Background: an optimization exercise with open tools, aiming at small area, a short achievable clock period and few clock cycles per item. Do not read the settings as production practice. RTL that was checked went through simulation tests only; none was proved equivalent to the original. The RTL of runs 5 and 6 was laid out without a check of its function. No activity file was given, so power comes from the tool's default toggle rates.

===== design/flow/flow/run.sh =====
#!/bin/bash
# Layout flow: the standard ORFS flow (standard.sh) unchanged, except that
# the port buffers are the smallest buffer cell (buf_1) instead of the cell
# buffer_ports picks by default. Every input and output still gets a buffer.
# The full output of the flow goes to standard.log in the work folder; ORFS
# keeps each step's own log under orfs/logs/.
set -euo pipefail
bash standard.sh finish "BUFFER_PORTS_ARGS=-buffer_cell sky130_fd_sc_hd__buf_1" > standard.log 2>&1

===== design/flow/standard.sh =====
#!/bin/bash
# synth_recipe.tcl (not shown) runs the flow's synth.tcl, then flattens the netlist and writes it again
# the make line also repeats each setting of config.mk as NAME=value (left out here)
make -C /OpenROAD-flow-scripts/flow DESIGN_CONFIG=/design/flow/config.mk WORK_HOME=/design/flow/orfs CLKGATE_MAP_FILE= SYNTH_SCRIPT=/design/flow/synth_recipe.tcl "${@:-finish}"

===== design/flow/config.mk =====
export PLATFORM = sky130hd
export DESIGN_NAME = filter_compactor
export DESIGN_NICKNAME = filter_compactor
export VERILOG_FILES = /design/flow/design.v
export SDC_FILE = /design/flow/constraint.sdc
export NUM_CORES = 4
export LEC_CHECK = 0
export CAP_MARGIN = 20
export CORE_MARGIN = 2
export CORE_UTILIZATION = 55
export SETUP_SLACK_MARGIN = 3.6
export SLEW_MARGIN = 20

===== design/flow/constraint.sdc =====
create_clock -name core_clock -period 6.0 [get_ports {clk}]
set_input_delay 1.2000 -clock core_clock [delete_from_list [all_inputs] [get_ports {clk}]]
set_output_delay 1.2000 -clock core_clock [all_outputs]
set_load 0.01 [all_outputs]

===== design/flow/design.v =====
package preprocess_pkg;
    localparam int unsigned NUM_ENTRY_DEFAULT = 36;
    localparam int unsigned WW_DEFAULT        = 5;
    localparam int unsigned OW_DEFAULT        = 6;
    typedef enum logic {
        IDLE = 1'b0,
        SCAN = 1'b1
    } state_t;
endpackage
module first_one_finder #(
    parameter int unsigned N = 36
) (
    input  logic [N-1:0] vec,
    output logic [N-1:0] first,
    output logic [N-1:0] rest,
    output logic         le1
);
    localparam int unsigned LG = (N > 1) ? $clog2(N) : 1;
    logic [LG:0][N-1:0] pre;
    logic [N-1:0]       below;   
    always_comb begin
        pre[0] = vec;
        for (int k = 0; k < LG; k++) begin
            for (int i = 0; i < N; i++) begin
                if (i >= (1 << k)) pre[k+1][i] = pre[k][i] | pre[k][i-(1<<k)];
                else               pre[k+1][i] = pre[k][i];
            end
        end
        below = {pre[LG][N-2:0], 1'b0};
        first = vec & ~below;
        rest  = vec & below;
        le1   = ~|rest;
    end
endmodule
module filter_compactor #(
    parameter  int unsigned NUM_ENTRY = preprocess_pkg::NUM_ENTRY_DEFAULT,
    parameter  int unsigned WW        = preprocess_pkg::WW_DEFAULT,
    parameter  int unsigned OW        = preprocess_pkg::OW_DEFAULT,
    localparam int unsigned IW        = $clog2(NUM_ENTRY),
    localparam int unsigned CW        = $clog2(NUM_ENTRY + 1)
) (
    input  logic                    clk,
    input  logic                    reset,
    input  logic                    in_valid,
    output logic                    in_ready,
    input  logic [NUM_ENTRY-1:0]    in_bit,
    input  logic [NUM_ENTRY*WW-1:0] in_weight,
    input  logic [NUM_ENTRY*OW-1:0] in_out,
    input  logic [NUM_ENTRY-1:0]    in_drop,
    output logic                    out_valid,
    input  logic                    out_ready,
    output logic                    out_bit,
    output logic [WW-1:0]           out_weight,
    output logic [OW-1:0]           out_out,
    output logic [IW-1:0]           out_index,
    output logic                    out_last,
    output logic [CW-1:0]           kept_count,
    output logic                    frame_empty
);
    localparam int unsigned DW = 1 + WW + OW;               
    localparam int unsigned EW = DW + IW + 1;               
    localparam int unsigned GS = 6;                         
    localparam int unsigned NG = (NUM_ENTRY + GS - 1) / GS;
    localparam int unsigned GW = $clog2(GS + 1);
    logic [NUM_ENTRY-1:0]  keep;
    logic                  all_drop;
    logic [NG-1:0][GW-1:0] grp_d, grp_q;
    logic [CW-1:0]         cnt_pre;
    always_comb begin
        keep     = ~in_drop;
        all_drop = &in_drop;
        for (int g = 0; g < NG; g++) begin
            grp_d[g] = '0;
            for (int j = 0; j < GS; j++) begin
                if (g * GS + j < NUM_ENTRY) grp_d[g] = grp_d[g] + GW'(keep[g*GS+j]);
            end
        end
        cnt_pre = '0;
        for (int g = 0; g < NG; g++) begin
            cnt_pre = cnt_pre + CW'(grp_q[g]);
        end
    end
    always_ff @(posedge clk) begin
        grp_q <= grp_d;
    end
    logic [NUM_ENTRY-1:0]    bit_q;
    logic [NUM_ENTRY*WW-1:0] weight_q;
    logic [NUM_ENTRY*OW-1:0] out_q;
    logic [NUM_ENTRY-1:0]    sel_q;        
    logic [NUM_ENTRY-1:0]    mask;         
    logic                    pend;         
    logic                    mask_zero;    
    logic                    ld;           
    logic [NUM_ENTRY-1:0] in_first, in_rest;
    logic                 in_le1;
    logic [NUM_ENTRY-1:0] m_first, m_rest;
    logic                 m_le1;
    first_one_finder #(.N(NUM_ENTRY)) u_in_finder (
        .vec(keep), .first(in_first), .rest(in_rest), .le1(in_le1)
    );
    first_one_finder #(.N(NUM_ENTRY)) u_mask_finder (
        .vec(mask), .first(m_first), .rest(m_rest), .le1(m_le1)
    );
    always_ff @(posedge clk) begin
        if (ld) begin
            bit_q    <= in_bit;
            weight_q <= in_weight;
            out_q    <= in_out;
        end
    end
    logic          sv;                     
    logic [EW-1:0] skid;
    logic          push;                   
    logic [EW-1:0] pushed;
    logic [DW-1:0] p_data;
    logic [IW-1:0] p_idx;
    logic          out_free;               
    always_comb begin
        push     = pend & ~sv;
        out_free = ~out_valid | out_ready;
        p_data   = '0;
        p_idx    = '0;
        for (int i = 0; i < NUM_ENTRY; i++) begin
            p_data = p_data | ({DW{sel_q[i]}} &
                     {bit_q[i], weight_q[i*WW +: WW], out_q[i*OW +: OW]});
            p_idx  = p_idx | (sel_q[i] ? IW'(i) : IW'(0));
        end
        pushed = {p_data, p_idx, mask_zero};
    end
    always_ff @(posedge clk) begin
        if (out_free) begin
            {out_bit, out_weight, out_out, out_index, out_last} <= sv ? skid : pushed;
        end
        if (push & ~out_free) begin
            skid <= pushed;
        end
    end
    logic acc, acc_full;
    logic pend_d, mask_zero_d, sv_d, ld_d;
    always_comb begin
        acc      = in_valid & in_ready;
        acc_full = acc & ld;
        sv_d = sv ? ~out_free : (push & ~out_free);
        if (acc_full) begin
            pend_d      = ~all_drop;
            mask_zero_d = in_le1;
        end else if (push) begin
            pend_d      = ~mask_zero;
            mask_zero_d = m_le1;
        end else begin
            pend_d      = pend;
            mask_zero_d = mask_zero;
        end
        ld_d = ~pend_d | (~sv_d & mask_zero_d);
    end
    always_ff @(posedge clk) begin
        if (acc_full) begin
            sel_q <= in_first;
            mask  <= in_rest;
        end else if (push) begin
            sel_q <= m_first;
            mask  <= m_rest;
        end
        mask_zero <= mask_zero_d;
    end
    always_ff @(posedge clk or posedge reset) begin
        if (reset) begin
            pend        <= 1'b0;
            sv          <= 1'b0;
            ld          <= 1'b1;
            in_ready    <= 1'b0;
            out_valid   <= 1'b0;
            kept_count  <= '0;
            frame_empty <= 1'b0;
        end else begin
            pend        <= pend_d;
            sv          <= sv_d;
            ld          <= ld_d;
            in_ready    <= in_valid & ~acc & (ld_d | all_drop);
            if (out_free) out_valid <= sv | push;
            if (acc) kept_count <= cnt_pre;
            frame_empty <= acc & all_drop;
        end
    end
endmodule

==> metrics.md, run 1 <==
| Metric | Value |
|---|---|
| IO buf count | roughly 500 |
| Final count of negative-setup-slack endpoints | 0 |
| Die W | roughly 210 um |
| Layout cells sized above 1 | between 20% and 30% |
| Critical Path Start Type | flip-flop |
| Num CTS Buffers | 58 |
| Largest family of logic cells by synthesized area | compound AO/OA/AOI/OAI gates |
| Die H | ~210 um |
| Post-synthesis share of cell area spent on xor and xnor gates | less than 1% |
| Syn Inst Count | 1478 |
| Period utilization | 47.11% |
| Launching point of the worst reg2reg path | grp_q[2]$_DFF_P_ |
| Nets@finish | 2663 |
| Via count | 17823 |
| Sink Count | about 570 |
| Switching Share | 35.25% |
| Routed Wire Length | 85850 um |
| 1st-iter DRT viols | 2553 |
| Post-DP Area | 25780 um^2 |
| Routed WL per cell | 31.25 um |
| Io pins | 500 |
| Sequential power share | 44.0% |
| Gr usage total | 38.77% |
| Psw | 5.457 mW |
| Synthesized net count | roughly 2000 |
| Hold WC Path Type | reg2reg |
| Clk network pwr share | 23.5% |
| Critical Path Slowest Stage Cell | fa_1 |
| Worst hold start | mask_zero$_DFF_P_ |
| FFs w/ async S/R, synth | 2.098% |
| Post-DP HPWL | 58140 um |
| Area Growth Syn to Fin | 31.23% |
| Fill cell count | 2724 |
| Core Util, Final | roughly 73% |
| Largest stage delay, worst path | between 0.5 and 0.6 ns |
| Min cycle time layout | approximately 2.8 ns |
| Synth warn | 2 |
| Worst slew pin tran | 0.7793 ns |
| Compound-Gate Fraction of Synth Area | 11.48% |
| MaxCap Viol Count | 0 |
| P per Cell Area | a little over 500 nW/um^2 |
| VDD IR max | 447.6 uV |
| CP Data Required Time | 6.48 ns |
| Skew-Pair Late Insertion Delay | a little over 0.6 ns |
| Simple-gate share of the synthesized area | under 10% |
| Vias in the first global route | 17244 |
| Kind of critical path | reg2reg |
| Antenna-violating nets left | 0 |
| Clk buf depth | 3 |
| Starting Density | 55.98% |
| Leak Pwr | 10.46 nW |
| Pins Over Slew Limit | 0 |
| CTS Root Cell | clkbuf_16 |
| Total number of H-tree levels | 2 |
| Reg clk slew, reported paths | roughly 0.06 ns |
| Gate power share | 32.6% |
| Mux cell area share after synthesis | 0.9786% |
| Rows | 74 |
| # DRC | 0 |
| Relative slew slack | 48.05% |
| Hold_buf cts | 0 |
| Largest net degree at the start of global routing | 100 |
| Synth unique cells | 63 |
| Initial antenna violation count | 23 |
| Fin. Hold Viols | 0 |
| Final Skew | 0.01547 ns |
| CORE AREA | 41110 um^2 |
| Drt pass-1 iters | 7 |
| Status | complete, no violations |
| Adder-cell share of the synthesized area | 3.577% |
| Internal power | 10.03 mW |
| RSZ-0062 raised after global routing | true |
| Synthesized cell area | 23010 um^2 |
| First-pass GRT wire length | between 100000 and 150000 um |
| Total gr overflow | 0 |
| Total power | 15.48 mW |
| Post-layout instance area | 30200 um^2 |
| Mean Syn Cell Area | 15.57 um^2 |
| Largest fanout on the critical path | 2 |
| Critical Path Start | grp_q[2]$_DFF_P_ |
| Primary FF master, synth | edfxtp_1 |
| Post-synthesis register bit count | 572 |
| Crit-path cells | fa_1 > inv_2 > fa_1 > fa_1 > inv_2 > ha_4 > inv_2 > fa_2 > o21ai_1 |
| CTS tree | built |
| Post-synth EDFFs | ~540 |
| Die Footprint | between 40000 and 50000 um^2 |
| Register area share after synthesis | between 70% and 80% |
| Final GP Congestion | 0.9233 |
| Critical Path End Type | flip-flop |
| Crit path arrival time | 3.30 ns |
| Max Clock Freq | 0.3538 GHz |
| Vias per cell | 6.488 |
| Setup TNS | 0 ns |
-- logic make-up (layout without fill, tap and decap cells) --
group,Yosys count,after routing
AO/OA/AOI/OAI,349,349
XOR/XNOR,1,1
adder cells (fa/ha/maj),48,48
buffers and inverters,125,837
flip-flops,572,572
multiplexers,20,20
other,0,24
AND/OR/NAND/NOR,363,364
-- sequential cells by signal (all words and copies together) (netlist names), 5 cells and up --
register    flops
out_q         216
weight_q      180
bit_q          36
sel_q          36
mask           35
skid           19
grp_q          18
kept_count      6
out_index       6
out_out         6
out_weight      5
-- metrics by stage --
stage / cells / worst slack [ns] / hold WS, ns
after floorplan: 1478 / 1.000 / 0.4231
final: 2747 / 3.173 / 0.4771
after CTS: 2695 / 3.151 / 0.4764
after detailed placement: 2481 / 1.725 / 0.4627
after global placement: 2480 / 1.833 / 0.4441
after global routing: 2735 / 3.073 / 0.4962
-- worst paths after layout --
kind                       slack (ns)  cells past startpoint                   endpoint
max                              3.17                      9  kept_count[3]$_DFFE_PP0P_
min                              0.48                      0          skid[0]$_DFFE_PP_
max reg2reg                      3.17                      9  kept_count[3]$_DFFE_PP0P_
min reg2reg                      0.48                      0          skid[0]$_DFFE_PP_
max in group asynchronous        4.94                      2         in_ready$_DFF_PP0_
min in group asynchronous        0.63                      2  kept_count[2]$_DFFE_PP0P_
-- cell usage in the layout (no fill, tap or decap), types with 10 or more instances in the layout --
| cell | instances |
|---|---|
| buf_8 | 14 |
| a221oi_2 | 17 |
| buf_12 | 20 |
| nor2_1 | 45 |
| ha_4 | 10 |
| nor3_4 | 12 |
| inv_1 | 46 |
| nand3_1 | 44 |
| dfxtp_1 | 16 |
| a21oi_1 | 11 |
| nand2_1 | 76 |
| buf_4 | 129 |
| edfxtp_1 | 541 |
| clkbuf_16 | 58 |
| nand4_1 | 78 |
| a22oi_1 | 143 |
| o31ai_1 | 19 |
| buf_6 | 36 |
| buf_2 | 12 |
| nor4_1 | 13 |
| mux2_2 | 12 |
| a221oi_1 | 15 |
| o21ai_1 | 25 |
| fa_1 | 22 |
| buf_1 | 455 |
| inv_2 | 12 |
| a22o_1 | 34 |
| clkbuf_1 | 12 |
| clkinv_2 | 17 |
| nor3_2 | 10 |
| diode_2 | 24 |
| o21ai_0 | 13 |
-- synth_stat cells (all sizes together) (2+ instances only) --
cell	instances	area share [%]
and2	2	0.054
o2111ai	2	0.076
a31oi	8	0.22
inv	58	0.95
nor4	25	0.73
a21oi	13	0.30
buf	9	0.19
nor3	31	0.72
or4	7	0.24
o41ai	14	0.53
clkbuf	58	0.95
o21ai	39	0.85
edfxtp	541	71
dfrtp	11	1.2
fa	30	2.6
o32ai	7	0.27
ha	17	0.92
a22o	37	1.4
nand3	48	1.0
nor2	51	0.83
o31ai	29	0.97
nand3b	6	0.20
a221oi	36	1.4
a22oi	144	4.7
o211ai	3	0.098
dfxtp	19	1.7
and3	8	0.22
nand2	79	1.3
or2	5	0.14
o21bai	3	0.098
nand2b	6	0.16
mux2	20	0.98
nand4	78	2.1
nand4b	4	0.15
a211oi	2	0.065
or3	11	0.30
-- repair_timing --
item / in CTS / in global routing
endpoints found under the setup margin: 457 / 137
pin swaps: 83 / 51
setup buffers: 104 / 28
resized for setup: 256 / 87
gates cloned: 3 / 0
-- routing by layer --
metal	global-route usage, %	vias to the layer above	share of wire (%)
met4	16.18	14	5.1
met3	10.22	271	12
li1	-	7394	-
met5	0	-	0.11
met1	48.89	8837	34
met2	64.12	1307	48
-- worst max-delay path: cells and delay by family, from the launching register on --
| family | cells | cell delay, ns |
|---|---|---|
| flip-flops | 1 | 0.33 |
| buffers and inverters | 3 | 0.15 |
| adder cells (fa/ha/maj) | 5 | 2.15 |
| AO/OA/AOI/OAI | 1 | 0.06 |
-- power by group through the flow --
stage                     Combinational (mW)  Clock (mW)  Sequential [mW]
after global routing                    5.29        3.80             6.89
after detailed placement                3.71           0             7.00
final                                   5.04        3.63             6.81
after floorplan                         1.88           0             7.09
after global placement                  3.63           0             6.96
after CTS                               4.67        3.65             6.74
-- final cells by class --
cell class	count	area (um^2)	area share, %
flip-flops and latches	572	16940	56.08
multi-input cells	782	6601	21.86
repair buffers	672	3835	12.70
clock buffers	71	1510	5.000
well taps	532	665.6	2.204
clock inverters	36	374.1	1.239
inverters	58	217.7	0.7208
diodes	24	60.06	0.1988
Testbench counts, summed over its fixed seeds: cycles 29,211, items 29,100.
==> run 2: changes to the inputs <==
--- a/design/flow/config.mk
+++ b/design/flow/config.mk
@@ -10,2 +10,3 @@
 export CORE_UTILIZATION = 55
+export CTS_BUF_LIST = sky130_fd_sc_hd__clkbuf_8
 export SETUP_SLACK_MARGIN = 3.6
==> metrics.md, run 2 <==
| Metric | Value |
|---|---|
| Min cycle time layout | 2.853 ns |
| Synth area leader | edfxtp_1 |
| Worst hold slack | roughly 0.47 ns |
| Worst reg2reg path endpoint | kept_count[3]$_DFFE_PP0P_ |
| Primary FF master, synth | edfxtp_1 |
| Rows | 74 |
| # DRC | 0 |
| Setup TNS | 0 ns |
| Drt pass-1 iters | 8 |
| Worst slew pin tran | between 0.7 and 0.8 ns |
| Mean Syn Cell Area | 15.57 um^2 |
| Total gr overflow | 0 |
| Worst Hold Path EP | skid[0]$_DFFE_PP_ |
| Placed cell count | 2481 |
| Hold_buf cts | 0 |
| Area of the multi-input gates | 6410 um^2 |
| Fill cell count | 2840 |
| Num CTS Buffers | 93 |
| CORE AREA | just over 40000 um^2 |
| Clk buf depth | 3 |
| Compound-Gate Fraction of Synth Area | a little under an eighth |
| Status | complete, no violations |
| FFs w/ async S/R, synth | 2.098% |
| Vias in the first global route | 17224 |
| Sink Count | 572 |
| Worst hold start | mask_zero$_DFF_P_ |
| Post-Layout Cell Count | ~2800 |
| Synth warn | 2 |
| Final count of negative-setup-slack endpoints | 0 |
| Gr usage total | 38.51% |
| Post-DP Area | 25780 um^2 |
| Critical Path End Type | flip-flop |
| Die H | about 210 um |
| Initial antenna violation count | 21 |
| Die Footprint | ~43000 um^2 |
| Hold WC Path Type | reg2reg |
| Skew-Pair Late Insertion Delay | 0.70 ns |
| RSZ-0062 raised after global routing | true |
| Launching point of the worst reg2reg path | grp_q[2]$_DFF_P_ |
| Adder-cell share of the synthesized area | 3.577% |
| Reg2Reg Setup Slack | around 3.2 ns |
| Layout cells sized above 1 | 21.25% |
| Pins Over Slew Limit | 0 |
| Area Growth Syn to Fin | 28.61% |
| Post-synthesis register bit count | 572 |
| Highest-count cells in the layout ignoring fill and taps | edfxtp_1 (541), buf_1 (442), a22oi_1 (141) |
| Post-synth EDFFs | 541 |
| Synthesized cell area | 23010 um^2 |
| Period utilization | 47.55% |
| Register area | between 15000 and 20000 um^2 |
| Routed Wire Length | 85580 um |
| CTS Root Cell | clkbuf_8 |
| Final GP Congestion | about 0.92 |
| Share of the synthesized area in the top cell type | between 70% and 80% |
| Commonest non-fill, non-tap cell in the layout | edfxtp_1 |
| First-pass GRT wire length | 117600 um |
| Leak Pwr | 10.40 nW |
| Final Skew | just over 0.03 ns |
| Relative slew slack | around half |
| CP Data Required Time | ~6.6 ns |
| P per Cell Area | between 500 and 600 nW/um^2 |
| IO buf count | between 400 and 500 |
| Post-DP HPWL | 58140 um |
| Max reg flops | roughly 220 |
| Io pins | 500 |
| Post-synthesis share of cell area spent on xor and xnor gates | less than 1% |
| Synth unique cells | 63 |
| Synthesized net count | 1997 |
| Fin. Hold Viols | 0 |
| VDD IR max | a little over 600 uV |
| Total number of H-tree levels | 3 |
| Count leader, synth | edfxtp_1 |
| CTS tree | built |
| Largest family of logic cells by synthesized area | compound AO/OA/AOI/OAI gates |
| MaxCap Viol Count | 0 |
| Largest net degree at the start of global routing | 100 |
| Largest regs | out_q (216), weight_q (180) |
| Mux cell area share after synthesis | 0.9786% |
| Simple-gate share of the synthesized area | 8.291% |
| Starting Density | between 50% and 60% |
| Critical Path Start | in_drop[20] |
| Worst r2r path cells | 9 |
| Synth cell count leaders | edfxtp_1 (541), a22oi_1 (144), nand2_1 (78), nand4_1 (78) |
| Post-layout instance area | approximately 30000 um^2 |
| Syn Inst Count | 1478 |
| WHS Path Cells | 0 |
| Antenna-violating nets left | 0 |
| Vias per cell | 6.381 |
| Die W | 208.6 um |
| 1st-iter DRT viols | 2525 |
| Nets@finish | 2685 |
| Kind of critical path | in2reg |
| Reg clk slew, reported paths | 0.06 ns |
| Crit path arrival time | ~3.5 ns |
| Top post-synthesis cells by area | edfxtp_1 (71%), a22oi_1 (4.7%), fa_1 (2.6%) |
| Routed WL per cell | 30.64 um |
| Most flop-heavy register | out_q |
| Via count | 17823 |
| Total power | approximately 15 mW |
| Max Clock Freq | 0.3505 GHz |
| Largest fanout on the critical path | 8 |
| Critical Path Start Type | input pin |
| Register area share after synthesis | 73.55% |
run 2: cell counts after synthesis:
Identical to the previous run, type by type.
run 2: through the flow:
stage	worst slack, ns	utilization [%]
2_1_floorplan	1.000	-
6_report	3.147	72.00
3_3_place_gp	1.833	62.68
5_1_grt	3.075	71.95
3_5_place_dp	1.725	62.71
4_1_cts	3.130	69.95
run 2: where the power goes:
part | switching, mW | total [mW] | internal [mW] | leakage, nW
sequential | 0.675 | 6.77 | 6.09 | 5.53
combinational | 3.17 | 4.97 | 1.81 | 3.90
clock | 1.56 | 3.08 | 1.52 | 0.980
run 2: worst max-delay path by stage:
| stage | end | cells past startpoint |
|---|---|---|
| after floorplan | mask[10]$_DFFE_PP_ | 4 |
| after global placement | in_ready$_DFF_PP0_ | 10 |
| after detailed placement | in_ready$_DFF_PP0_ | 10 |
| after CTS | kept_count[3]$_DFFE_PP0P_ | 9 |
| after global routing | kept_count[4]$_DFFE_PP0P_ | 10 |
| final | in_ready$_DFF_PP0_ | 10 |
run 2: final cells by class:
| cell class | instances | share of cell area, % |
|---|---|---|
| sequential | 572 | 57.23 |
| multi-input combinational | 782 | 21.66 |
| timing repair buffer | 659 | 12.36 |
| clock buffer | 95 | 4.417 |
| tap | 532 | 2.249 |
| clock inverter | 74 | 1.179 |
| inverter | 58 | 0.7355 |
| antenna | 21 | 0.1775 |
run 2: routing by layer:
metal	global-route usage, %	part of all wire, %	up-vias
met4	15.34	4.2	12
li1	-	-	7443
met1	47.64	34	8830
met2	64.14	49	1319
met5	0	0.098	-
met3	11.34	12	219
run 2: worst max-delay path, stage by stage:
cell	delay [ns]
buf_2	0.19
nand4_1	0.29
buf_4	0.25
nor2_1	0.24
a21oi_1	0.17
nor4_2	0.36
nand3_2	0.15
nor4_4	0.37
o31ai_2	0.13
a21oi_2	0.11
run 2: cells by family (layout without fill, tap and decap cells):
kind of cell    after synthesis  in the layout
fa+ha+maj                    48             48
flops                       572            572
other cells                   0             21
mux                          20             20
buf+inv                     125            886
xor+xnor                      1              1
simple gates                363            364
compound gates              349            349
run 2: repair_timing:
| item | 4_1_cts | 5_1_grt |
|---|---|---|
| gates resized for setup | 195 | 103 |
| setup endpoints to repair | 487 | 168 |
| cloned | 2 | 0 |
| buffers inserted | 69 | 51 |
| pin swaps | 58 | 59 |
==> run 3: changes to the inputs <==
--- a/design/flow/config.mk
+++ b/design/flow/config.mk
@@ -10,3 +10,3 @@
 export CORE_UTILIZATION = 55
-export CTS_BUF_LIST = sky130_fd_sc_hd__clkbuf_8
+export CTS_BUF_LIST = sky130_fd_sc_hd__clkbuf_4
 export SETUP_SLACK_MARGIN = 3.6
==> metrics.md, run 3 <==
| Metric | Value |
|---|---|
| Commonest non-fill, non-tap cell in the layout | edfxtp_1 |
| Fin. Hold Viols | 0 |
| Final GP Congestion | 0.9233 |
| Drt pass-1 iters | 8 |
| Share of the synthesized area in the top cell type | 70.59% |
| Post-synth EDFFs | 541 |
| Synth cell count leaders | edfxtp_1 (541), a22oi_1 (144), nand2_1 (78), nand4_1 (78) |
| Period utilization | 47.24% |
| Largest fanout on the critical path | 2 |
| Crit path arrival time | 3.65 ns |
| Top post-synthesis cells by area | edfxtp_1 (71%), a22oi_1 (4.7%), fa_1 (2.6%) |
| Kind of critical path | reg2reg |
| Total number of H-tree levels | 4 |
| First-pass GRT wire length | about 120000 um |
| Routed WL per cell | approximately 30 um |
| RSZ-0062 raised after global routing | true |
| Post-synthesis register bit count | 572 |
| Nets@finish | 2732 |
| Rows | 74 |
| Reg2Reg Setup Slack | 3.17 ns |
| Final Skew | 0.05989 ns |
| Core Util, Final | 71.97% |
| VDD IR max | 489.3 uV |
| Area Growth Syn to Fin | 28.55% |
| Via count | 18308 |
| CTS tree | built |
| Reg clk slew, reported paths | 0.07 ns |
| Die Footprint | 43500 um^2 |
| Vias per cell | around 6.4 |
| Die W | 208.6 um |
| Worst slew pin tran | 0.8156 ns |
| Largest stage delay, worst path | 0.55 ns |
| Initial antenna violation count | 24 |
| Status | complete, no violations |
| Die H | 208.6 um |
| Critical Path Start Type | flip-flop |
| P per Cell Area | 512.2 nW/um^2 |
| Count leader, synth | edfxtp_1 |
| Synthesized net count | between 1500 and 2000 |
| Relative slew slack | 45.62% |
| Critical Path Slowest Stage Cell | fa_1 |
| FFs w/ async S/R, synth | 2.098% |
| Num CTS Buffers | between 100 and 150 |
| Launching point of the worst reg2reg path | grp_q[14]$_DFF_P_ |
| Vias in the first global route | ~18000 |
| Synthesized cell area | ~23000 um^2 |
| Synth warn | 2 |
| Worst reg2reg path endpoint | kept_count[3]$_DFFE_PP0P_ |
| Post-layout instance area | 29580 um^2 |
| Largest net degree at the start of global routing | 198 |
| Total gr overflow | 0 |
| Io pins | 500 |
| IO buf count | 499 |
| Hold WC Path Type | in2async |
| Syn Inst Count | 1478 |
| Min cycle time layout | approximately 2.8 ns |
| Pins Over Slew Limit | 0 |
| Layout cells sized above 1 | 24.64% |
| Synth unique cells | 63 |
| Crit-path cells | fa_1 > inv_2 > fa_1 > fa_1 > inv_2 > ha_4 > inv_2 > fa_2 > o21ai_2 |
| Skew-Pair Late Insertion Delay | between 0.9 and 1 ns |
| Critical Path End Type | flip-flop |
| Final count of negative-setup-slack endpoints | 0 |
| CTS Root Cell | clkbuf_4 |
| Leak Pwr | about 10 nW |
| Gr usage total | 39.09% |
| CORE AREA | between 40000 and 50000 um^2 |
| Sink Count | 572 |
| # DRC | 0 |
| Synth area leader | edfxtp_1 |
| Starting Density | 55.98% |
| Post-DP HPWL | just under 60000 um |
| Most flop-heavy register | out_q |
| Max Clock Freq | 0.3528 GHz |
| Highest-count cells in the layout ignoring fill and taps | edfxtp_1 (541), buf_1 (456), clkbuf_4 (235) |
| MaxCap Viol Count | 0 |
| Antenna-violating nets left | 0 |
| Clk buf depth | 3 |
| Primary FF master, synth | edfxtp_1 |
| Post-DP Area | 25780 um^2 |
| Routed Wire Length | 86190 um |
| 1st-iter DRT viols | 2496 |
| Total power | around 15 mW |
| Max reg flops | 216 |
| Worst r2r path cells | 9 |
| Setup TNS | 0 ns |
| Register area share after synthesis | 73.55% |
| Mean Syn Cell Area | 15.57 um^2 |
| Largest regs | out_q (216), weight_q (180) |
| CP Data Required Time | 6.82 ns |
run 3: cell counts after synthesis:
No cell type changed its count.
run 3: layout make-up:
cell class / instances / area (um^2)
inverters: 58 / 217.7
repair buffers: 649 / 3467
diodes: 28 / 70.07
fillers: 2918 / 11520
clock buffers: 235 / 1764
multi-input cells: 783 / 6334
clock inverters: 24 / 127.6
well taps: 532 / 665.6
flip-flops and latches: 572 / 16940
run 3: kinds of logic after synthesis:
kind of cell | after synthesis | synth area share (%)
XOR/XNOR | 1 | 0.03806
buffers and inverters | 125 | 2.082
multiplexers | 20 | 0.9786
flip-flops | 572 | 73.55
AND/OR/NAND/NOR | 363 | 8.291
AO/OA/AOI/OAI | 349 | 11.48
adder cells (fa/ha/maj) | 48 | 3.577
run 3: power by group:
part           switching (mW)  internal, mW  leakage (nW)
combinational            3.19          1.78          3.74
clock                    1.60          1.81          1.15
sequential              0.681          6.09          5.53
run 3: how the worst max path moves through the flow:
stage,to,slack [ns],cells after the start,startpoint
4_1_cts,out_bit,3.13,1,out_bit$_DFFE_PN_
3_5_place_dp,in_ready$_DFF_PP0_,1.73,10,in_drop[0]
5_1_grt,kept_count[4]$_DFFE_PP0P_,3.07,10,grp_q[17]$_DFF_P_
3_3_place_gp,in_ready$_DFF_PP0_,1.83,10,in_drop[0]
2_1_floorplan,mask[10]$_DFFE_PP_,1.00,4,ld$_DFF_PP1_
6_report,kept_count[3]$_DFFE_PP0P_,3.17,9,grp_q[14]$_DFF_P_
run 3: per-layer routing:
| metal | wire, um | global-route usage, % |
|---|---|---|
| met1 | 29650 | 47.70 |
| met2 | 41510 | 63.65 |
| met3 | 10720 | 12.15 |
| met4 | 4253 | 19.19 |
| met5 | 56 | 0 |
run 3: worst max-delay path: cells and delay by family, from the launching register on:
family / cells / cell delay [ns]
buffers and inverters: 3 / 0.17
AO/OA/AOI/OAI: 1 / 0.05
adder cells (fa/ha/maj): 5 / 2.15
flip-flops: 1 / 0.32
run 3: timing repair:
action,CTS,global route
buffers inserted,74,35
resized for setup,130,80
gates cloned,3,1
hold buffers,0,0
setup endpoints to repair,387,242
pin swaps,43,38
run 3: metrics by stage:
| stage | hold slack [ns] | cells | setup WS, ns |
|---|---|---|---|
| floorplan | 0.4231 | 1478 | 1.000 |
| global placement | 0.4441 | 2480 | 1.833 |
| detailed placement | 0.4627 | 2481 | 1.725 |
| CTS | 0.2216 | 2817 | 3.135 |
| global route | 0.2752 | 2870 | 3.074 |
| finish | 0.2835 | 2881 | 3.166 |
==> run 4: changes to the inputs <==
--- a/design/flow/config.mk
+++ b/design/flow/config.mk
@@ -11,3 +11,3 @@
 export CTS_BUF_LIST = sky130_fd_sc_hd__clkbuf_4
-export SETUP_SLACK_MARGIN = 3.6
+export SETUP_SLACK_MARGIN = 3.2
 export SLEW_MARGIN = 20
==> metrics.md, run 4 <==
| Metric | Value |
|---|---|
| Fin. Hold Viols | 0 |
| Num CTS Buffers | 148 |
| Worst r2r path cells | 9 |
| Total gr overflow | 0 |
| MaxCap Viol Count | 0 |
| IO buf count | 499 |
| Die Footprint | 43500 um^2 |
| Sequential power share | between 40% and 50% |
| Gate power share | 29.1% |
| Clk network pwr share | 23.7% |
| Relative slew slack | 28.03% |
| CP Data Required Time | 6.81 ns |
| CORE AREA | 41110 um^2 |
| Internal power | 9.255 mW |
| Worst slew pin tran | about 1.1 ns |
| Synth area leader | edfxtp_1 |
| Starting Density | between 50% and 60% |
| VDD IR max | 497.4 uV |
| Total number of H-tree levels | 4 |
| P per Cell Area | 508.1 nW/um^2 |
| CTS Root Cell | clkbuf_4 |
| Synth warn | 2 |
| Skew-Pair Late Insertion Delay | 0.98 ns |
| Synthesized net count | 1997 |
| Primary FF master, synth | edfxtp_1 |
| Layout cells sized above 1 | 19.38% |
| CTS tree | built |
| Post-synthesis register bit count | 572 |
| Routed Wire Length | 85290 um |
| Final Skew | 0.05247 ns |
| Via count | 17939 |
| Share of the synthesized area in the top cell type | 70.59% |
| Rows | 74 |
| Period utilization | 47.67% |
| Die W | approximately 210 um |
| Synth cell count leaders | edfxtp_1 (541), a22oi_1 (144), nand2_1 (78), nand4_1 (78) |
| Critical Path End Type | flip-flop |
| Critical Path Start Type | flip-flop |
| Critical Path Start | grp_q[8]$_DFF_P_ |
| Worst reg2reg path endpoint | kept_count[3]$_DFFE_PP0P_ |
| Count leader, synth | edfxtp_1 |
| Mean Syn Cell Area | 15.57 um^2 |
| Max reg flops | 216 |
| Nets@finish | 2668 |
| Launching point of the worst reg2reg path | grp_q[8]$_DFF_P_ |
| Leak Pwr | 9.787 nW |
| Reg clk slew, reported paths | 0.06 ns |
| Commonest non-fill, non-tap cell in the layout | edfxtp_1 |
| Routed WL per cell | slightly above 30 um |
| Syn Inst Count | about 1500 |
| Synth unique cells | 63 |
| # DRC | 0 |
| First-pass GRT wire length | 118600 um |
| Area Growth Syn to Fin | 23.63% |
| Highest-count cells in the layout ignoring fill and taps | edfxtp_1 (541), buf_1 (486), clkbuf_4 (224) |
| FFs w/ async S/R, synth | under 10% |
| Status | complete, no violations |
| Register area share after synthesis | between 70 and 80% |
| Psw | 5.202 mW |
| Fill cell count | 3017 |
| Post-DP HPWL | 58590 um |
| Reg2Reg Setup Slack | 3.14 ns |
| Synthesized cell area | 23010 um^2 |
| Largest net degree at the start of global routing | 197 |
| Top post-synthesis cells by area | edfxtp_1 (71%), a22oi_1 (4.7%), fa_1 (2.6%) |
| Clk buf depth | 3 |
| Initial antenna violation count | 24 |
| Crit path arrival time | approximately 3.7 ns |
| Kind of critical path | reg2reg |
| Switching Share | 35.98% |
| RSZ-0062 raised after global routing | true |
| Min cycle time layout | 2.860 ns |
| Hold_buf cts | 0 |
| Worst hold slack | about 0.34 ns |
| 1st-iter DRT viols | 2663 |
| Post-Layout Cell Count | 2812 |
| Drt pass-1 iters | 8 |
| Gr usage total | between 30% and 40% |
| Hold WC Path Type | in2async |
| Post-synth EDFFs | around 540 |
| Final GP Congestion | 0.9169 |
| Final count of negative-setup-slack endpoints | 0 |
| Setup TNS | 0 ns |
| Largest regs | out_q (216), weight_q (180) |
| Vias in the first global route | 17428 |
| Sink Count | around 570 |
| Placed cell count | 2481 |
| Vias per cell | 6.379 |
| Max Clock Freq | 0.3496 GHz |
| Io pins | 500 |
| Die H | 208.6 um |
| Most flop-heavy register | out_q |
| Pins Over Slew Limit | 0 |
| Antenna-violating nets left | 0 |
| Largest fanout on the critical path | 2 |
-- run 4: worst max path at each step --
stage | cells past startpoint | end | slack, ns
global route | 10 | kept_count[4]$_DFFE_PP0P_ | 3.03
CTS | 7 | out_weight[1]$_DFFE_PN_ | 3.08
global placement | 10 | in_ready$_DFF_PP0_ | 1.88
finish | 9 | kept_count[3]$_DFFE_PP0P_ | 3.14
floorplan | 4 | mask[10]$_DFFE_PP_ | 1.00
detailed placement | 10 | in_ready$_DFF_PP0_ | 1.79
-- run 4: timing repair --
action                     CTS  global route
buffers inserted            34            13
setup endpoints to repair  259            13
gates cloned                 2             0
pin swaps                   18             6
gates resized for setup     64            21
-- run 4: area by class of cell --
cell class | instances | area, um^2 | area share, %
multi-input cells | 781 | 6025 | 21.17
clock inverters | 32 | 211.5 | 0.7432
inverters | 58 | 217.7 | 0.7651
clock buffers | 224 | 1682 | 5.910
well taps | 532 | 665.6 | 2.339
diodes | 25 | 62.56 | 0.2199
repair buffers | 588 | 2655 | 9.331
flip-flops and latches | 572 | 16940 | 59.52
-- run 4: through the flow --
stage               total power [mW]  util (%)  cell area [um^2]  setup WS, ns
floorplan                      8.886         -             23160         1.000
global placement               10.51     62.47             25680         1.882
detailed placement             10.61     62.47             25680         1.785
CTS                            14.27     68.43             28130         3.082
global route                   15.04     69.16             28430         3.026
finish                         14.46     69.21             28450         3.140
-- run 4: per-layer routing --
layer | vias to the layer above | global-route usage, % | wire length (um)
li1 | 7493 | - | -
met1 | 8877 | 47.80 | 29650
met2 | 1349 | 63.63 | 41530
met3 | 206 | 12.54 | 10330
met4 | 14 | 18.05 | 3684
met5 | - | 0 | 88
-- run 4: kinds of logic after synthesis --
kind of cell / synth area share, %
flops: 73.55
xor+xnor: 0.03806
compound gates: 11.48
simple gates: 8.291
mux: 0.9786
fa+ha+maj: 3.577
buf+inv: 2.082
-- run 4: power by group through the flow --
stage,clock network (mW),registers (mW),logic [mW]
after floorplan,0,7.09,1.80
after global placement,0,6.93,3.58
after detailed placement,0,6.98,3.63
after CTS,3.46,6.79,4.02
after global routing,3.68,6.91,4.45
final,3.42,6.83,4.21
-- run 4: worst max-delay path: stages, from the launching register on --
cell	delay, ns
dfxtp_2	0.32
fa_1	0.54
inv_2	0.04
fa_1	0.56
fa_1	0.42
inv_1	0.07
ha_2	0.18
inv_2	0.04
fa_2	0.51
o21ai_1	0.05
==> run 5: changes to the inputs <==
--- a/design/flow/design.v
+++ b/design/flow/design.v
@@ -61,9 +61,15 @@
     localparam int unsigned EW = DW + IW + 1;               
-    localparam int unsigned GS = 6;                         
-    localparam int unsigned NG = (NUM_ENTRY + GS - 1) / GS;
-    localparam int unsigned GW = $clog2(GS + 1);
+    localparam int unsigned GA  = 4;
+    localparam int unsigned NA  = (NUM_ENTRY + GA - 1) / GA;   
+    localparam int unsigned AW  = $clog2(GA + 1);
+    localparam int unsigned GB  = 3;
+    localparam int unsigned NB  = (NA + GB - 1) / GB;          
+    localparam int unsigned BW  = $clog2(GA * GB + 1);
     logic [NUM_ENTRY-1:0]  keep;
     logic                  all_drop;
-    logic [NG-1:0][GW-1:0] grp_d, grp_q;
-    logic [CW-1:0]         cnt_pre;
+    logic [NA-1:0][AW-1:0] cnt_a_d, cnt_a;
+    logic [NB-1:0][BW-1:0] cnt_b_d, cnt_b;
+    logic [CW-1:0]         cnt_c_d, cnt_c;
+    logic                  cnt_le1;        
+    logic [1:0]            held;           
     always_comb begin
@@ -71,15 +77,24 @@
         all_drop = &in_drop;
-        for (int g = 0; g < NG; g++) begin
-            grp_d[g] = '0;
-            for (int j = 0; j < GS; j++) begin
-                if (g * GS + j < NUM_ENTRY) grp_d[g] = grp_d[g] + GW'(keep[g*GS+j]);
+        for (int g = 0; g < NA; g++) begin
+            cnt_a_d[g] = '0;
+            for (int j = 0; j < GA; j++) begin
+                if (g * GA + j < NUM_ENTRY) cnt_a_d[g] = cnt_a_d[g] + AW'(keep[g*GA+j]);
             end
         end
-        cnt_pre = '0;
-        for (int g = 0; g < NG; g++) begin
-            cnt_pre = cnt_pre + CW'(grp_q[g]);
-        end
-    end
-    always_ff @(posedge clk) begin
-        grp_q <= grp_d;
+        for (int g = 0; g < NB; g++) begin
+            cnt_b_d[g] = '0;
+            for (int j = 0; j < GB; j++) begin
+                if (g * GB + j < NA) cnt_b_d[g] = cnt_b_d[g] + BW'(cnt_a[g*GB+j]);
+            end
+        end
+        cnt_c_d = '0;
+        for (int g = 0; g < NB; g++) begin
+            cnt_c_d = cnt_c_d + CW'(cnt_b[g]);
+        end
+        cnt_le1 = ~|cnt_c[CW-1:1];
+    end
+    always_ff @(posedge clk) begin
+        cnt_a <= cnt_a_d;
+        cnt_b <= cnt_b_d;
+        cnt_c <= cnt_c_d;
     end
@@ -94,3 +109,2 @@
     logic [NUM_ENTRY-1:0] in_first, in_rest;
-    logic                 in_le1;
     logic [NUM_ENTRY-1:0] m_first, m_rest;
@@ -98,3 +112,3 @@
     first_one_finder #(.N(NUM_ENTRY)) u_in_finder (
-        .vec(keep), .first(in_first), .rest(in_rest), .le1(in_le1)
+        .vec(keep), .first(in_first), .rest(in_rest), .le1()
     );
@@ -145,3 +159,3 @@
             pend_d      = ~all_drop;
-            mask_zero_d = in_le1;
+            mask_zero_d = cnt_le1;
         end else if (push) begin
@@ -171,2 +185,3 @@
             in_ready    <= 1'b0;
+            held        <= '0;
             out_valid   <= 1'b0;
@@ -178,5 +193,6 @@
             ld          <= ld_d;
-            in_ready    <= in_valid & ~acc & (ld_d | all_drop);
+            held        <= (in_valid & ~acc) ? ((held == 2'd3) ? 2'd3 : held + 2'd1) : 2'd0;
+            in_ready    <= in_valid & ~acc & ((held >= 2'd2 & ld_d) | all_drop);
             if (out_free) out_valid <= sv | push;
-            if (acc) kept_count <= cnt_pre;
+            if (acc) kept_count <= all_drop ? '0 : cnt_c;
             frame_empty <= acc & all_drop;
--- a/design/flow/config.mk
+++ b/design/flow/config.mk
@@ -10,4 +10,3 @@
 export CORE_UTILIZATION = 55
-export CTS_BUF_LIST = sky130_fd_sc_hd__clkbuf_4
-export SETUP_SLACK_MARGIN = 3.2
+export SETUP_SLACK_MARGIN = 3.6
 export SLEW_MARGIN = 20
==> metrics.md, run 5 <==
| Metric | Value |
|---|---|
| Status | complete, no violations |
| IO buf count | 499 |
| Total gr overflow | 0 |
| Largest fanout on the critical path | 6 |
| Num CTS Buffers | between 50 and 60 |
| Routed Wire Length | 85020 um |
| Pins Over Slew Limit | 0 |
| Most flop-heavy register | out_q |
| Switching Share | 33.34% |
| Area Growth Syn to Fin | 28.13% |
| CORE AREA | 42130 um^2 |
| Relative slew slack | 23.29% |
| Worst slew pin tran | 1.151 ns |
| Post-synthesis register bit count | 601 |
| Synth unique cells | 62 |
| Synthesized cell area | 23620 um^2 |
| Reg clk slew, reported paths | 0.06 ns |
| Critical Path End Type | flip-flop |
| Min cycle time layout | 2.926 ns |
| Hold WC Path Type | reg2reg |
| Routed WL per cell | 31.02 um |
| Die W | 211.2 um |
| Internal power | between 9 and 10 mW |
| Final count of negative-setup-slack endpoints | 0 |
| Primary FF master, synth | edfxtp_1 |
| Post-Layout Cell Count | 2741 |
| Rows | 75 |
| Gate power share | between 20% and 30% |
| Count leader, synth | edfxtp_1 |
| Synth area leader | edfxtp_1 |
| Vias in the first global route | between 15000 and 20000 |
| Clk network pwr share | 25.9% |
| MaxCap Viol Count | 0 |
| Fill cell count | 2879 |
| Clk buf depth | 3 |
| Mean Syn Cell Area | 15.82 um^2 |
| Crit-path cells | nor4_4 > buf_4 > nand4b_4 > o21ai_1 > o2111ai_2 > nor4_2 > nand4_1 > o31a_1 > o41ai_2 |
| Post-DP HPWL | 57810 um |
| Syn Inst Count | 1493 |
| Final Skew | 0.02707 ns |
| Layout cells sized above 1 | 19.33% |
| Share of the synthesized area in the top cell type | 68.78% |
| CTS Root Cell | clkbuf_16 |
| Leak Pwr | 10.80 nW |
| Initial antenna violation count | 21 |
| Critical Path Slowest Stage Cell | edfxtp_1 |
| VDD IR max | 403.8 uV |
| Via count | about 17000 |
| Die Footprint | 44620 um^2 |
| Period utilization | approximately 50% |
| Register area share after synthesis | 74.17% |
| Final GP Congestion | slightly above 0.9 |
| Die H | 211.2 um |
| Highest-count cells in the layout ignoring fill and taps | edfxtp_1 (541), buf_1 (467), a22oi_1 (143) |
| Largest stage delay, worst path | 0.47 ns |
| Sequential power share | 47.2% |
| Kind of critical path | reg2reg |
| RSZ-0062 raised after global routing | true |
| Starting Density | between 50% and 60% |
| Largest net degree at the start of global routing | 205 |
| Total number of H-tree levels | 2 |
| Max Clock Freq | 0.3417 GHz |
| Commonest non-fill, non-tap cell in the layout | edfxtp_1 |
| Skew-Pair Late Insertion Delay | 0.63 ns |
| Psw | 4.826 mW |
| Post-synth EDFFs | 541 |
| Top post-synthesis cells by area | edfxtp_1 (69%), a22oi_1 (4.6%), dfxtp_1 (3.9%) |
| Crit path arrival time | 3.43 ns |
| Hold_buf cts | 0 |
| Core Util, Final | 71.83% |
| Gr usage total | 37.04% |
| Antenna-violating nets left | 0 |
| Setup TNS | 0 ns |
| P per Cell Area | 478.2 nW/um^2 |
| Placed cell count | roughly 2500 |
| Sink Count | 601 |
| Global-route met3 utilization | a little under an eighth |
| Critical Path Start Type | flip-flop |
| Vias per cell | 6.306 |
| Worst hold slack | 0.4473 ns |
| Synth cell count leaders | edfxtp_1 (541), a22oi_1 (144), inv_1 (84) |
| FFs w/ async S/R, synth | 2.329% |
| Nets@finish | 2672 |
| Max reg flops | about 220 |
| Largest regs | out_q (216), weight_q (180) |
| Synth warn | 2 |
| Synthesized net count | 2026 |
| Io pins | 500 |
| Met2 usage | 57.89% |
| Fin. Hold Viols | 0 |
| Grt met1 use | 46.90% |
| # DRC | 0 |
| First-pass GRT wire length | roughly 110000 um |
| Drt pass-1 iters | 6 |
| CP Data Required Time | 6.50 ns |
| 1st-iter DRT viols | 2289 |
| Layer carrying the most global-route usage | met2 |
| CTS tree | built |
## run 5: repair_timing
action | CTS | global route
gates cloned | 0 | 3
gates resized for setup | 184 | 70
setup endpoints to repair | 300 | 329
buffers inserted | 97 | 16
pin swaps | 57 | 42
## run 5: kinds of logic (layout without fill, tap and decap cells)
logic type,after synthesis,after routing,share of synthesized area [%]
buffers and inverters,147,839,2.415
AOI/OAI and AO/OA,327,327,10.58
muxes,18,18,0.8581
adders and majority gates,61,61,4.058
DFF,601,601,74.17
and+or+nand+nor,334,337,7.739
xor gates and xnor gates,5,5,0.1854
other,0,14,0
## run 5: cell type report
cell class | instances | area, um^2 | share of cell area [%]
flip-flops and latches | 601 | 17520 | 57.90
multi-input cells | 748 | 6402 | 21.16
repair buffers | 645 | 3332 | 11.01
clock buffers | 82 | 1728 | 5.709
well taps | 539 | 674.4 | 2.228
inverters | 84 | 317.8 | 1.050
clock inverters | 28 | 251.5 | 0.8310
diodes | 14 | 35.03 | 0.1158
## run 5: critical path, delay by kind of cell (launching register included)
family | cells | cell delay (ns)
AND/OR/NAND/NOR | 4 | 0.99
flip-flops | 1 | 0.47
AO/OA/AOI/OAI | 4 | 1.14
buffers and inverters | 1 | 0.19
## run 5: stage by stage
step | total power [mW] | setup WS (ns) | cell area, um^2
2_1_floorplan | 8.615 | 1.256 | 23820
3_3_place_gp | 9.935 | 1.777 | 26290
3_5_place_dp | 10.06 | 1.560 | 26300
4_1_cts | 14.25 | 3.142 | 29770
5_1_grt | 14.94 | 3.018 | 30250
6_report | 14.47 | 3.074 | 30260
## run 5: worst paths after layout
check,cells past startpoint,startpoint,slack [ns],endpoint
setup reg to reg,9,mask[4]$_DFFE_PP_,3.07,in_ready$_DFF_PP0_
hold reg to reg,1,held[0]$_DFF_PP0_,0.45,held[0]$_DFF_PP0_
min in group asynchronous,2,reset,0.61,kept_count[3]$_DFFE_PP0P_
setup / recovery,9,mask[4]$_DFFE_PP_,3.07,in_ready$_DFF_PP0_
max in group asynchronous,2,reset,4.99,sv$_DFF_PP0_
hold / removal,1,held[0]$_DFF_PP0_,0.45,held[0]$_DFF_PP0_
## run 5: power by group through the flow
stage               clock network [mW]  registers [mW]  logic (mW)
floorplan                            0            7.11        1.50
CTS                               3.77            6.82        3.67
global placement                     0            7.04        2.89
global route                      3.92            6.93        4.09
finish                            3.75            6.84        3.88
detailed placement                   0            7.08        2.98
## run 5: routing by layer
| metal | share of wire [%] | up-vias |
|---|---|---|
| li1 | - | 7320 |
| met1 | 36 | 8592 |
| met2 | 47 | 1135 |
| met3 | 12 | 220 |
| met4 | 5.2 | 18 |
| met5 | 0.14 | - |
==> run 6: changes to the inputs <==
--- a/design/flow/config.mk
+++ b/design/flow/config.mk
@@ -10,2 +10,3 @@
 export CORE_UTILIZATION = 55
+export CTS_BUF_LIST = sky130_fd_sc_hd__clkbuf_4
 export SETUP_SLACK_MARGIN = 3.6
==> metrics.md, run 6 <==
| Metric | Value |
|---|---|
| Crit path arrival time | roughly 3.8 ns |
| Worst reg2reg path endpoint | in_ready$_DFF_PP0_ |
| Die W | ~210 um |
| Placed cell count | around 2500 |
| Leak Pwr | 10.90 nW |
| Max Clock Freq | roughly 0.34 GHz |
| Hold_buf cts | 0 |
| Rows | 75 |
| Post-Layout Cell Count | 2891 |
| Count leader, synth | edfxtp_1 |
| Synth unique cells | 62 |
| Synthesized net count | 2026 |
| Antenna-violating nets left | 0 |
| Syn Inst Count | 1493 |
| Routed WL per cell | 29.69 um |
| Largest fanout on the critical path | 6 |
| Primary FF master, synth | edfxtp_1 |
| FFs w/ async S/R, synth | 2.329% |
| Register area | 17520 um^2 |
| Total gr overflow | 0 |
| Post-DP HPWL | 57810 um |
| Area of the multi-input gates | 6190 um^2 |
| CP delay by family, top | simple AND/OR/NAND/NOR gates |
| Io pins | 500 |
| CORE AREA | between 40000 and 50000 um^2 |
| Initial antenna violation count | 22 |
| Worst slew pin tran | 1.206 ns |
| Critical Path Slowest Stage Cell | or4_4 |
| First-pass GRT wire length | 117400 um |
| Relative slew slack | 19.63% |
| Critical Path Start | mask[3]$_DFFE_PP_ |
| Vias per cell | 6.231 |
| Highest-count cells in the layout ignoring fill and taps | edfxtp_1 (541), buf_1 (470), clkbuf_4 (222) |
| Psw | 4.920 mW |
| Crit-path cells | nor4_4 > buf_6 > nand4b_4 > or4_4 > o31ai_1 > nand4_1 > o31a_1 > o41ai_2 |
| Switching Share | 34.20% |
| Largest net degree at the start of global routing | 205 |
| RSZ-0062 raised after global routing | true |
| Drt pass-1 iters | 7 |
| Reg2Reg Setup Slack | ~3 ns |
| Hold WC Path Type | in2async |
| Final count of negative-setup-slack endpoints | 0 |
| MaxCap Viol Count | 0 |
| CP Depth | 8 |
| Launching point of the worst reg2reg path | mask[3]$_DFFE_PP_ |
| Total number of H-tree levels | 4 |
| Commonest non-fill, non-tap cell in the layout | edfxtp_1 |
| Post-synth EDFFs | 541 |
| Most flop-heavy register | out_q |
| Reg clk slew, reported paths | 0.07 ns |
| Register area share after synthesis | between 70% and 80% |
| Sink Count | about 600 |
| # DRC | 0 |
| Worst r2r path cells | 8 |
| Top post-synthesis cells by area | edfxtp_1 (69%), a22oi_1 (4.6%), dfxtp_1 (3.9%) |
| CP Data Required Time | roughly 6.9 ns |
| Critical Path End Type | flip-flop |
| Max reg flops | 216 |
| Kind of critical path | reg2reg |
| Critical Path Start Type | flip-flop |
| Skew-Pair Late Insertion Delay | between 1 and 1.5 ns |
| Setup TNS | 0 ns |
| Gate power share | 27.4% |
| Pins Over Slew Limit | 0 |
| Vias in the first global route | 17673 |
| Num CTS Buffers | 154 |
| Layout cells sized above 1 | approximately 23% |
| Starting Density | 56.06% |
| Die H | 211.2 um |
| 1st-iter DRT viols | ~2000 |
| Share of the synthesized area in the top cell type | 68.78% |
| Crit path buf inv count | 1 |
| Clk network pwr share | 25.1% |
| VDD IR max | 399.7 uV |
| Area Growth Syn to Fin | 27.03% |
| Gr usage total | 38.22% |
| CTS Root Cell | clkbuf_4 |
| Fill cell count | a little under 3000 |
| Synth area leader | edfxtp_1 |
| IO buf count | 499 |
| Synth cell count leaders | edfxtp_1 (541), a22oi_1 (144), inv_1 (84) |
| Via count | 18015 |
| P per Cell Area | 479.5 nW/um^2 |
| Post-synthesis register bit count | 601 |
| Worst hold slack | 0.2178 ns |
| Die Footprint | around 45000 um^2 |
| Fin. Hold Viols | 0 |
| Internal power | around 9.5 mW |
| Mean Syn Cell Area | around 16 um^2 |
| Period utilization | around half |
| Status | complete, no violations |
| Synth warn | 2 |
| CTS tree | built |
| Min cycle time layout | ~2.9 ns |
| Final GP Congestion | 0.9079 |
| Synthesized cell area | 23620 um^2 |
| Largest regs | out_q (216), weight_q (180) |
| Nets@finish | ~2800 |
| Largest stage delay, worst path | 0.60 ns |
| Routed Wire Length | 85850 um |
| Final Skew | 0.05406 ns |
| Sequential power share | 47.5% |
| Clk buf depth | 3 |
==> run 6: worst register-to-register path: stages, from the launching register on <==
cell	delay, ns
edfxtp_1	0.46
nor4_4	0.32
buf_6	0.17
nand4b_4	0.19
or4_4	0.61
o31ai_1	0.28
nand4_1	0.16
o31a_1	0.38
o41ai_2	0.24
==> run 6: per-stage QoR <==
stage	power (mW)	instance area (um^2)	worst slack (ns)	util (%)
after CTS	14.16	29570	3.066	70.18
after global placement	9.935	26290	1.777	62.39
final	14.39	30010	3.065	71.21
after floorplan	8.615	23820	1.256	-
after detailed placement	10.06	26300	1.560	62.43
after global routing	14.92	30000	3.019	71.19
==> run 6: cell families after synthesis <==
| family | Yosys count | synth area share (%) |
|---|---|---|
| AOI/OAI and AO/OA | 327 | 10.58 |
| xor gates and xnor gates | 5 | 0.1854 |
| adders and majority gates | 61 | 4.058 |
| buffers and inverters | 147 | 2.415 |
| DFF | 601 | 74.17 |
| muxes | 18 | 0.8581 |
| and+or+nand+nor | 334 | 7.739 |
==> run 6: worst max-delay path by stage <==
stage | end | slack (ns)
2_1_floorplan | mask[10]$_DFFE_PP_ | 1.26
3_3_place_gp | mask[35]$_DFFE_PP_ | 1.78
3_5_place_dp | mask[35]$_DFFE_PP_ | 1.56
4_1_cts | out_index[2] | 3.07
5_1_grt | in_ready$_DFF_PP0_ | 3.02
6_report | in_ready$_DFF_PP0_ | 3.06
==> run 6: repair_timing <==
item                                    CTS  global route
resized for setup                       133            47
pin swaps                                42            25
hold endpoints to repair                  0             0
setup buffers                            86            25
cloned                                    1             0
endpoints found under the setup margin  366           136
==> run 6: power by group through the flow <==
stage	clock [mW]	sequential, mW	combinational, mW
6_report	3.61	6.83	3.95
5_1_grt	3.87	6.92	4.14
4_1_cts	3.65	6.79	3.72
3_5_place_dp	0	7.08	2.98
3_3_place_gp	0	7.04	2.89
2_1_floorplan	0	7.11	1.50
==> run 6: cell type report <==
class                   count  share of cell area (%)
clock buffers             222                   5.554
diodes                     15                  0.1251
inverters                  84                   1.051
clock inverters            41                   1.068
multi-input cells         746                   20.63
flip-flops and latches    601                   58.40
repair buffers            643                   10.92
well taps                 539                   2.248
==> run 6: metal layers <==
layer,part of all wire [%],routed length (um),global-route usage (%)
met1,36,30490,48.48
met2,48,41010,59.96
met3,12,10590,12.47
met4,4.3,3655,18.19
met5,0.12,107,0
==> run 7: changes to the inputs <==
--- a/design/flow/design.v
+++ b/design/flow/design.v
@@ -107,11 +107,14 @@
     logic                    mask_zero;    
+    logic [CW-1:0]           rem;          
     logic                    ld;           
-    logic [NUM_ENTRY-1:0] in_first, in_rest;
+    logic [NUM_ENTRY-1:0] in_first, first_pre;
     logic [NUM_ENTRY-1:0] m_first, m_rest;
-    logic                 m_le1;
     first_one_finder #(.N(NUM_ENTRY)) u_in_finder (
-        .vec(keep), .first(in_first), .rest(in_rest), .le1()
+        .vec(keep), .first(in_first), .rest(), .le1()
     );
+    always_ff @(posedge clk) begin
+        first_pre <= in_first;
+    end
     first_one_finder #(.N(NUM_ENTRY)) u_mask_finder (
-        .vec(mask), .first(m_first), .rest(m_rest), .le1(m_le1)
+        .vec(mask), .first(m_first), .rest(m_rest), .le1()
     );
@@ -153,2 +156,3 @@
     logic pend_d, mask_zero_d, sv_d, ld_d;
+    logic [CW-1:0] rem_d;
     always_comb begin
@@ -159,2 +163,3 @@
             pend_d      = ~all_drop;
+            rem_d       = cnt_c - CW'(1);
             mask_zero_d = cnt_le1;
@@ -162,5 +167,7 @@
             pend_d      = ~mask_zero;
-            mask_zero_d = m_le1;
+            rem_d       = rem - CW'(1);
+            mask_zero_d = (rem == CW'(1));
         end else begin
             pend_d      = pend;
+            rem_d       = rem;
             mask_zero_d = mask_zero;
@@ -171,4 +178,4 @@
         if (acc_full) begin
-            sel_q <= in_first;
-            mask  <= in_rest;
+            sel_q <= first_pre;
+            mask  <= keep & ~first_pre;
         end else if (push) begin
@@ -178,2 +185,3 @@
         mask_zero <= mask_zero_d;
+        rem       <= rem_d;
     end
==> metrics.md, run 7 <==
| Metric | Value |
|---|---|
| Post-DP Area | 27300 um^2 |
| Post-synthesis register bit count | 644 |
| Rows | 77 |
| Share of the synthesized area in the top cell type | 66.84% |
| CP Data Required Time | 4.80 ns |
| Hold_buf cts | 0 |
| Reg clk slew, reported paths | 0.07 ns |
| Highest-count cells in the layout ignoring fill and taps | edfxtp_1 (548), buf_1 (471), clkbuf_4 (240) |
| Compound-Gate Fraction of Synth Area | 9.768% |
| Antenna-violating nets left | 0 |
| First-pass GRT wire length | 114200 um |
| Crit path buf inv count | 1 |
| Die Footprint | between 40000 and 50000 um^2 |
| FFs w/ async S/R, synth | 2.174% |
| Syn Inst Count | 1592 |
| Relative slew slack | 18.26% |
| Register area share after synthesis | 74.94% |
| CTS tree | built |
| Post-DP HPWL | between 50000 and 60000 um |
| Critical Path Slowest Stage Cell | dfrtp_2 |
| Fill cell count | 3338 |
| 1st-iter DRT viols | 2500 |
| Post-synthesis share of cell area spent on xor and xnor gates | 0.4625% |
| Synthesized cell area | 24620 um^2 |
| Vias per cell | 6.008 |
| Fin. Hold Viols | 0 |
| CTS Root Cell | clkbuf_4 |
| Area Growth Syn to Fin | 20.66% |
| Worst slew pin tran | 1.226 ns |
| Total power | 13.96 mW |
| Layout cells sized above 1 | 15.39% |
| Adder-cell share of the synthesized area | 3.995% |
| Num CTS Buffers | roughly 160 |
| Routed WL per cell | 27.64 um |
| Largest stage delay, worst path | 0.44 ns |
| Pins Over Slew Limit | 0 |
| CP delay by family, top | flip-flops |
| Post-layout instance area | 29700 um^2 |
| Post-synth EDFFs | 548 |
| Final GP Congestion | approximately 0.91 |
| Total gr overflow | 0 |
| Crit path arrival time | 1.58 ns |
| Simple-gate share of the synthesized area | 8.310% |
| P per Cell Area | 469.9 nW/um^2 |
| IO buf count | approximately 500 |
| Largest fanout on the critical path | 3 |
| Critical Path End Type | output port |
| Max Clock Freq | 0.3595 GHz |
| Gr usage total | 35.07% |
| Largest net degree at the start of global routing | between 80 and 90 |
| Setup TNS | 0 ns |
| Die H | 215.6 um |
| Drt pass-1 iters | 9 |
| Io pins | 500 |
| Synth warn | 2 |
| Nets@finish | 2772 |
| Count leader, synth | edfxtp_1 |
| RSZ-0062 raised after global routing | true |
| CORE AREA | 44220 um^2 |
| MaxCap Viol Count | 0 |
| Synth unique cells | 53 |
| Total number of H-tree levels | 4 |
| Vias in the first global route | around 17000 |
| Commonest non-fill, non-tap cell in the layout | edfxtp_1 |
| Period utilization | 46.36% |
| Starting Density | 55.67% |
| Reg2Reg Setup Slack | 3.61 ns |
| Mux cell area share after synthesis | 0.3964% |
| # DRC | 0 |
| Largest regs | out_q (216), weight_q (180) |
| Final count of negative-setup-slack endpoints | 0 |
| Primary FF master, synth | edfxtp_1 |
| Setup WS pre-CTS | 2.721 ns |
| Via count | 17749 |
| Critical Path Start Type | flip-flop |
| Largest family of logic cells by synthesized area | compound AO/OA/AOI/OAI gates |
| Max reg flops | around 220 |
| Final Skew | 0.03598 ns |
| Skew-Pair Late Insertion Delay | 1.03 ns |
| Crit-path cells | buf_6 |
| Final setup margin | 3.219 ns |
| Mean Syn Cell Area | 15.46 um^2 |
| Leak Pwr | 10.38 nW |
| Most flop-heavy register | out_q |
| Synthesized net count | 2127 |
| VDD IR max | 438.2 uV |
| Synth cell count leaders | edfxtp_1 (548), a22oi_1 (216), nand2_1 (91) |
| Status | complete, no violations |
| Min cycle time layout | 2.781 ns |
| Clk buf depth | 3 |
| Kind of critical path | reg2out |
| Die W | between 200 and 250 um |
| Sink Count | roughly 640 |
| Initial antenna violation count | 12 |
| Top post-synthesis cells by area | edfxtp_1 (67%), dfxtp_1 (6.7%), a22oi_1 (6.6%) |
| Hold WC Path Type | in2async |
| Launching point of the worst reg2reg path | sel_q[30]$_DFFE_PP_ |
| Routed Wire Length | 81660 um |
| Synth area leader | edfxtp_1 |
| Critical Path Start | in_ready$_DFF_PP0_ |
==> run 7: cell count changes in the layout (fill, tap and decap cells not counted), sizes merged, moves of 13 or more <==
cell    delta
dfxtp     +36
a221oi    -36
nand2     +24
nand4     -13
a22o      -32
nand3     -19
o31ai     -14
a21oi     +15
buf       -99
a22oi     +72
nor2      +38
==> run 7: cell type report <==
cell class	instances	area [um^2]	area share [%]
well taps	592	740.7	2.494
flip-flops and latches	644	18450	62.12
repair buffers	539	2437	8.205
inverters	81	304.0	1.024
clock inverters	32	173.9	0.5855
diodes	17	42.54	0.1432
multi-input cells	809	5751	19.36
clock buffers	240	1802	6.065
==> run 7: final timing paths <==
| check | to | cells after the start |
|---|---|---|
| min | kept_count[0]$_DFFE_PP0P_ | 2 |
| min in group core_clock | out_q[71]$_DFFE_PP_ | 1 |
| max | in_ready | 1 |
| min reg2reg | held[0]$_DFF_PP0_ | 1 |
| max reg2reg | out_index[3]$_DFFE_PN_ | 4 |
| max in group asynchronous | in_ready$_DFF_PP0_ | 2 |
==> run 7: per-stage QoR <==
step | instances | utilization, % | hold slack, ns
final | 2954 | 67.17 | 0.2226
after global routing | 2946 | 67.13 | 0.2083
after CTS | 2927 | 66.65 | 0.1462
after detailed placement | 2650 | 61.73 | 0.4441
after global placement | 2650 | 61.73 | 0.4332
after floorplan | 1592 | - | 0.4197
==> run 7: logic make-up (layout without fill, tap and decap cells) <==
logic type,Yosys count,in the layout
other cells,0,17
simple gates,397,397
compound gates,327,327
flops,644,644
buf+inv,139,892
xor+xnor,13,13
fa+ha+maj,63,63
mux,9,9
==> run 7: timing repair <==
action,4_1_cts,5_1_grt
gates cloned,1,0
buffers inserted,4,9
pin swaps,2,3
endpoints found under the setup margin,535,54
gates resized for setup,47,29
==> run 7: report_power, final <==
| part | switching, mW | internal [mW] |
|---|---|---|
| registers | 0.907 | 6.39 |
| logic | 1.99 | 1.04 |
| clock network | 1.73 | 1.90 |
| total | 4.64 | 9.32 |
==> run 7: per-layer routing <==
metal	vias to the layer above	wire (um)	global-route usage [%]
met5	-	13	0
met4	2	2987	15.31
met3	190	9441	11.16
met2	1181	40150	57.48
met1	8692	29060	43.02
li1	7684	-	-
Testbench counts of run 7, summed over its fixed seeds: cycles 29,489, items 29,100.

-- what the ideal ports hide --
The results above use ideal ports. As a check the final layouts listed here were re-extracted and re-timed, cells and wires unchanged.
Step 1 (the two cells are an assumption about what drives the block):
set clk [get_ports {clk}]
set_driving_cell -lib_cell sky130_fd_sc_hd__clkbuf_16 $clk
set_driving_cell -lib_cell sky130_fd_sc_hd__buf_2 [delete_from_list [all_inputs] $clk]
Step 2 also shifts input and output timing later by t, the mid clock arrival at the registers, as if the neighbouring blocks saw the same clock.
Three values: ideal, step 1, step 2; two values: the first two.
run	shift t [ns]	setup slack, ns	worst hold slack (ns)	worst setup path after step 2	cell pins on the clock port's net
run 1	0.671	3.173 / 3.173 / 2.620	0.477 / 0.477 / 0.477	input to register	1
run 2	0.742	3.147 / 3.164 / 2.437	0.475 / 0.475 / 0.475	input to register	1
run 3	1.018	3.166 / 3.162 / 2.317	0.284 / 0.245 / 0.498	input to register	1
run 4	1.007	3.140 / 3.140 / 2.171	0.336 / 0.302 / 0.478	input to register	1
run 5	0.680	3.074 / 3.074 / 2.485	0.447 / 0.447 / 0.447	input to register	1
run 6	1.071	3.065 / 3.065 / 2.446	0.218 / 0.183 / 0.448	input to register	1
run 7	1.066	3.219 / 3.160 / 2.924	0.223 / 0.185 / 0.454	input to register	1
After both steps every run listed still meets setup and hold. The setup slack of run 4, which loses most, moves by 0.000 ns with the drivers and by -0.969 ns with both steps.
